From an optimization exercise on the open Yosys and OpenROAD flow, aimed at small area, a short achievable clock period and few clock cycles; shortcuts taken in it are not production practice.
Power figures rest on the tool's default switching activity, not on a simulated workload.

## old
==> module square_multiply_modexp_trace, before the edit <==
module square_multiply_modexp_trace #(
    parameter int unsigned EXP_WIDTH = 32,
    parameter int unsigned MOD_WIDTH = 32
) (
    input  logic         i_clk,
    input  logic         i_rst_n,
    input  logic         s_axis_tvalid,
    output logic         s_axis_tready,
    input  logic [95:0]  s_axis_tdata,
    output logic         m_axis_tvalid,
    input  logic         m_axis_tready,
    output logic [71:0]  m_axis_tdata,
    output logic         m_axis_tuser,
    output logic         m_axis_tlast
);
    logic q_idle, q_red, q_sqr, q_mul;
    logic [31:0] r_m;      
    logic        r_mz;     
    logic [31:0] r_e;      
    logic [31:0] r_b;      
    logic [31:0] r_acc;    
    logic [31:0] r_sq;     
    logic [4:0]  r_cnt;    
    logic        r_first;  
    logic        r_bz0;    
    logic [4:0]  r_pos;    
    logic [4:0]  r_row;
    logic        r_valid, r_bit, r_last, r_user;
    logic        r_sr, r_ar, r_ya, r_ys, r_bi;
    logic [31:0] w_r, w_y, w_res;
    assign w_r = ({32{r_sr}} & r_sq) | ({32{r_ar}} & r_acc);
    assign w_y = ({32{r_ya}} & r_acc) | ({32{r_ys}} & r_sq);
    smme_step u_step (
        .i_r(w_r), .i_b(r_bi), .i_y(w_y), .i_m(r_m), .i_mz(r_mz),
        .o_r(w_res)
    );
    logic [31:0] w_src;
    logic [4:0]  w_lead, w_next;
    logic        w_last, w_xn;
    assign w_src = q_sqr ? r_acc : r_b;            
    always_comb begin
        w_lead = 5'd0;
        for (int k = 1; k < 32; k++)
            if (w_src[k]) w_lead = 5'(k);
    end
    assign w_last = r_first ? (w_src[31:1] == 31'd0 || (q_red && r_bz0))
                            : (r_cnt == 5'd0);
    assign w_next = (r_first ? w_lead : r_cnt) - 5'd1;
    assign w_xn   = w_src[w_next];
    logic w_op, w_hold, w_run, w_end, w_empty, w_tomul, w_emit, w_done, w_gosq, w_skip;
    assign w_op    = q_red | q_sqr | q_mul;
    assign w_hold  = r_valid && !m_axis_tready;    
    assign w_run   = w_op && !w_hold && !(q_red && w_last && !r_e[31] && r_pos != 5'd0);
    assign w_end   = w_run && w_last;
    assign w_empty = q_red && !r_e[31];            
    assign w_tomul = q_sqr && r_e[31];
    assign w_emit  = w_end && !w_tomul;            
    assign w_done  = w_emit && (w_empty || r_pos == 5'd0);   
    assign w_gosq  = w_emit && !w_done;
    assign w_skip  = q_red && !r_e[31] && r_pos != 5'd0;
    always_ff @(posedge i_clk) begin
        if (q_idle) begin
            r_m   <= s_axis_tdata[95:64];
            r_mz  <= (s_axis_tdata[95:64] == 32'd0);
            r_e   <= s_axis_tdata[63:32];
            r_b   <= s_axis_tdata[31:0];
            r_bz0 <= (s_axis_tdata[31:0] == 32'd0) || (s_axis_tdata[63:32] == 32'd0);
            r_first <= 1'b1;
            r_pos <= 5'd31;
            r_sr <= 1'b0;
            r_ar <= 1'b0;
            r_ya <= 1'b0;
            r_ys <= 1'b0;
            r_bi <= (s_axis_tdata[31:0] != 32'd0) && (s_axis_tdata[63:32] != 32'd0);
        end else begin
            if (w_skip || w_gosq) begin
                r_e   <= {r_e[30:0], 1'b0};
                r_pos <= r_pos - 5'd1;
            end
            if (q_sqr && r_first && r_row == 5'd0) r_b <= r_acc;
            if (w_run) begin
                r_first <= w_end;
                r_cnt   <= w_next;
                if (w_end) begin
                    r_sr <= 1'b0;
                    r_ar <= 1'b0;
                    r_ya <= w_gosq;
                    r_ys <= w_tomul;
                    r_bi <= 1'b0;
                end else begin
                    r_sr <= q_sqr;
                    r_ar <= !q_sqr;
                    r_ya <= w_xn && q_sqr;
                    r_ys <= w_xn && q_mul;
                    r_bi <= w_xn && q_red;
                end
            end
        end
        if (w_run) begin
            if (q_sqr) begin
                r_sq <= w_res;
                if (w_end) r_acc <= w_res;
            end else begin
                r_acc <= w_res;
            end
        end
        if (w_emit) begin
            r_bit  <= !w_empty && (q_red || q_mul);
            r_row  <= q_red ? 5'd0 : r_row + 5'd1;
            r_last <= w_done;
            r_user <= w_empty;
        end
        if (!i_rst_n) begin
            q_idle  <= 1'b1;
            q_red   <= 1'b0;
            q_sqr   <= 1'b0;
            q_mul   <= 1'b0;
            r_valid <= 1'b0;
        end else begin
            r_valid <= w_emit || w_hold;
            if (q_idle && s_axis_tvalid) begin
                q_idle <= 1'b0;
                q_red  <= 1'b1;
            end
            if (w_end) begin
                q_red  <= 1'b0;
                q_sqr  <= w_gosq;
                q_mul  <= w_tomul;
                q_idle <= w_done;
            end
        end
    end
    assign s_axis_tready = q_idle;
    assign m_axis_tvalid = r_valid;
    assign m_axis_tdata  = {2'b00, r_row, r_acc,
                            (r_row == 5'd0) ? {31'd0, !r_user} : r_sq, r_bit};
    assign m_axis_tuser  = r_user;
    assign m_axis_tlast  = r_last;
endmodule
==> flow/config.mk <==
export PLATFORM = sky130hd
export DESIGN_NAME = square_multiply_modexp_trace
export DESIGN_NICKNAME = square_multiply_modexp_trace
export VERILOG_FILES = /design/flow/design.v
export SDC_FILE = /design/flow/constraint.sdc
export NUM_CORES = 4
export LEC_CHECK = 0
export CAP_MARGIN = 20
export CORE_MARGIN = 2
export CORE_UTILIZATION = 40
export SETUP_SLACK_MARGIN = 5
export SLEW_MARGIN = 20
==> flow/constraint.sdc <==
create_clock -name core_clock -period 11.0 [get_ports {i_clk}]
set_input_delay 2.2000 -clock core_clock [delete_from_list [all_inputs] [get_ports {i_clk}]]
set_output_delay 2.2000 -clock core_clock [all_outputs]
set_load 0.01 [all_outputs]
standard.sh (not shown) runs the stock make flow with config.mk's settings and CLKGATE_MAP_FILE= SYNTH_SCRIPT=/design/flow/synth_recipe.tcl, a recipe that flattens the netlist after the stock synthesis.
==> flow/flow/run.sh <==
#!/bin/bash
# Layout flow: the standard layout (standard.sh, ORFS from synthesis to
# finish, unchanged synthesis), except that every input and output port gets
# a sky130_fd_sc_hd__buf_1 as its port buffer instead of the default cell that
# buffer_ports picks. The full output goes to standard.log in the work folder;
# ORFS keeps each step's own log under orfs/logs.
set -euo pipefail
bash standard.sh "BUFFER_PORTS_ARGS=-buffer_cell sky130_fd_sc_hd__buf_1" finish > standard.log 2>&1
Modified inputs, new compared to old
--- a/flow/design.v
+++ b/flow/design.v
@@ -111,11 +111,12 @@
     logic        r_first;  
     logic        r_bz0;    
+    logic        r_mbig;   
     logic [4:0]  r_pos;    
     logic [4:0]  r_row;
     logic        r_valid, r_bit, r_last, r_user;
-    logic        r_sr, r_ar, r_ya, r_ys, r_bi;
+    logic        r_sr, r_ar, r_ya, r_ys, r_yb, r_bi;
     logic [31:0] w_r, w_y, w_res;
     assign w_r = ({32{r_sr}} & r_sq) | ({32{r_ar}} & r_acc);
-    assign w_y = ({32{r_ya}} & r_acc) | ({32{r_ys}} & r_sq);
+    assign w_y = ({32{r_ya}} & r_acc) | ({32{r_ys}} & r_sq) | ({32{r_yb}} & r_b);
     smme_step u_step (
         .i_r(w_r), .i_b(r_bi), .i_y(w_y), .i_m(r_m), .i_mz(r_mz),
@@ -124,6 +125,7 @@
     logic [31:0] w_src;
     logic [4:0]  w_lead, w_next;
-    logic        w_last, w_xn;
-    assign w_src = q_sqr ? r_acc : r_b;            
+    logic        w_last, w_xn, w_mskip, w_jump;
+    assign w_mskip = q_sqr && !r_first && r_cnt == 5'd0 && r_e[31];
+    assign w_src = (q_sqr && !w_mskip) ? r_acc : r_b;   
     always_comb begin
         w_lead = 5'd0;
@@ -131,7 +133,8 @@
             if (w_src[k]) w_lead = 5'(k);
     end
-    assign w_last = r_first ? (w_src[31:1] == 31'd0 || (q_red && r_bz0))
+    assign w_last = r_first ? (w_src[31:1] == 31'd0 || (q_red && (r_bz0 || r_mbig)))
                             : (r_cnt == 5'd0);
-    assign w_next = (r_first ? w_lead : r_cnt) - 5'd1;
+    assign w_jump = w_mskip && w_lead != 5'd0;
+    assign w_next = (r_first || w_mskip ? w_lead : r_cnt) - 5'd1;
     assign w_xn   = w_src[w_next];
     logic w_op, w_hold, w_run, w_end, w_empty, w_tomul, w_emit, w_done, w_gosq, w_skip;
@@ -153,4 +156,5 @@
             r_b   <= s_axis_tdata[31:0];
             r_bz0 <= (s_axis_tdata[31:0] == 32'd0) || (s_axis_tdata[63:32] == 32'd0);
+            r_mbig <= s_axis_tdata[95] || (s_axis_tdata[95:64] == 32'd0);
             r_first <= 1'b1;
             r_pos <= 5'd31;
@@ -159,5 +163,8 @@
             r_ya <= 1'b0;
             r_ys <= 1'b0;
-            r_bi <= (s_axis_tdata[31:0] != 32'd0) && (s_axis_tdata[63:32] != 32'd0);
+            r_yb <= (s_axis_tdata[95] || (s_axis_tdata[95:64] == 32'd0))
+                    && (s_axis_tdata[63:32] != 32'd0);
+            r_bi <= !(s_axis_tdata[95] || (s_axis_tdata[95:64] == 32'd0))
+                    && (s_axis_tdata[31:0] != 32'd0) && (s_axis_tdata[63:32] != 32'd0);
         end else begin
             if (w_skip || w_gosq) begin
@@ -167,7 +174,14 @@
             if (q_sqr && r_first && r_row == 5'd0) r_b <= r_acc;
             if (w_run) begin
-                r_first <= w_end;
+                r_first <= w_end && !w_jump;
                 r_cnt   <= w_next;
-                if (w_end) begin
+                r_yb    <= 1'b0;
+                if (w_jump) begin
+                    r_sr <= 1'b0;
+                    r_ar <= 1'b1;
+                    r_ya <= 1'b0;
+                    r_ys <= w_xn;
+                    r_bi <= 1'b0;
+                end else if (w_end) begin
                     r_sr <= 1'b0;
                     r_ar <= 1'b0;
@@ -190,4 +204,5 @@
             end else begin
                 r_acc <= w_res;
+                if (w_end && q_red) r_sq <= {31'd0, !w_empty};
             end
         end
@@ -220,6 +235,5 @@
     assign s_axis_tready = q_idle;
     assign m_axis_tvalid = r_valid;
-    assign m_axis_tdata  = {2'b00, r_row, r_acc,
-                            (r_row == 5'd0) ? {31'd0, !r_user} : r_sq, r_bit};
+    assign m_axis_tdata  = {2'b00, r_row, r_acc, r_sq, r_bit};
     assign m_axis_tuser  = r_user;
     assign m_axis_tlast  = r_last;
### Flow results
- Fraction of area in registers down 0.83 points in new wrt old
- Taking old as the reference, in new internal power rose about 10%; simple-gate share of the synthesized area rose 0.79 points.
- When new is measured against old, its area share of fa/ha/maj cells after synthesis turns out 0.33 points lower.
- In new, shortest period the worst path allows is higher than in old.
- old → new: global-route usage went up, final non-filler cell area went up, power per cell area went up.
- Looking at detail-routed net length per standard cell, new sits about 3.4% higher than old does.
- Compared to old, the number of flip-flops in new is higher.
- On wire length of the first global-routing pass, new does worse than old.
- Clock net sink count in new is 2 higher than in old
No run of this note included a check of the RTL's function; only the layout flow was run.

afterwards: timing with drivers on the ports:
How much do the figures lean on ideal ports? The routed layouts below were timed once more, with nothing changed but the port constraints. Step 1 sets driving cells, clkbuf_16 on the clock port and buf_2 on the other inputs (assumed; they add their load-dependent delay and slew). Step 2 adds t to the input delays and takes it off the output delays; t is the mean of the earliest and latest rising clock arrival at the registers after step 1. Input paths then give back, and output paths get back, about the clock's delay inside the block. Three values: no drivers, after step 1, after step 2; two values: the first two.
run	shift t [ns]	setup slack, ns	hold slack, ns
old	0.509	4.980 / 4.980 / 4.980	0.499 / 0.499 / 0.499
new	0.504	4.974 / 4.974 / 4.974	0.493 / 0.493 / 0.493
After both steps setup and hold are still met in every run listed.
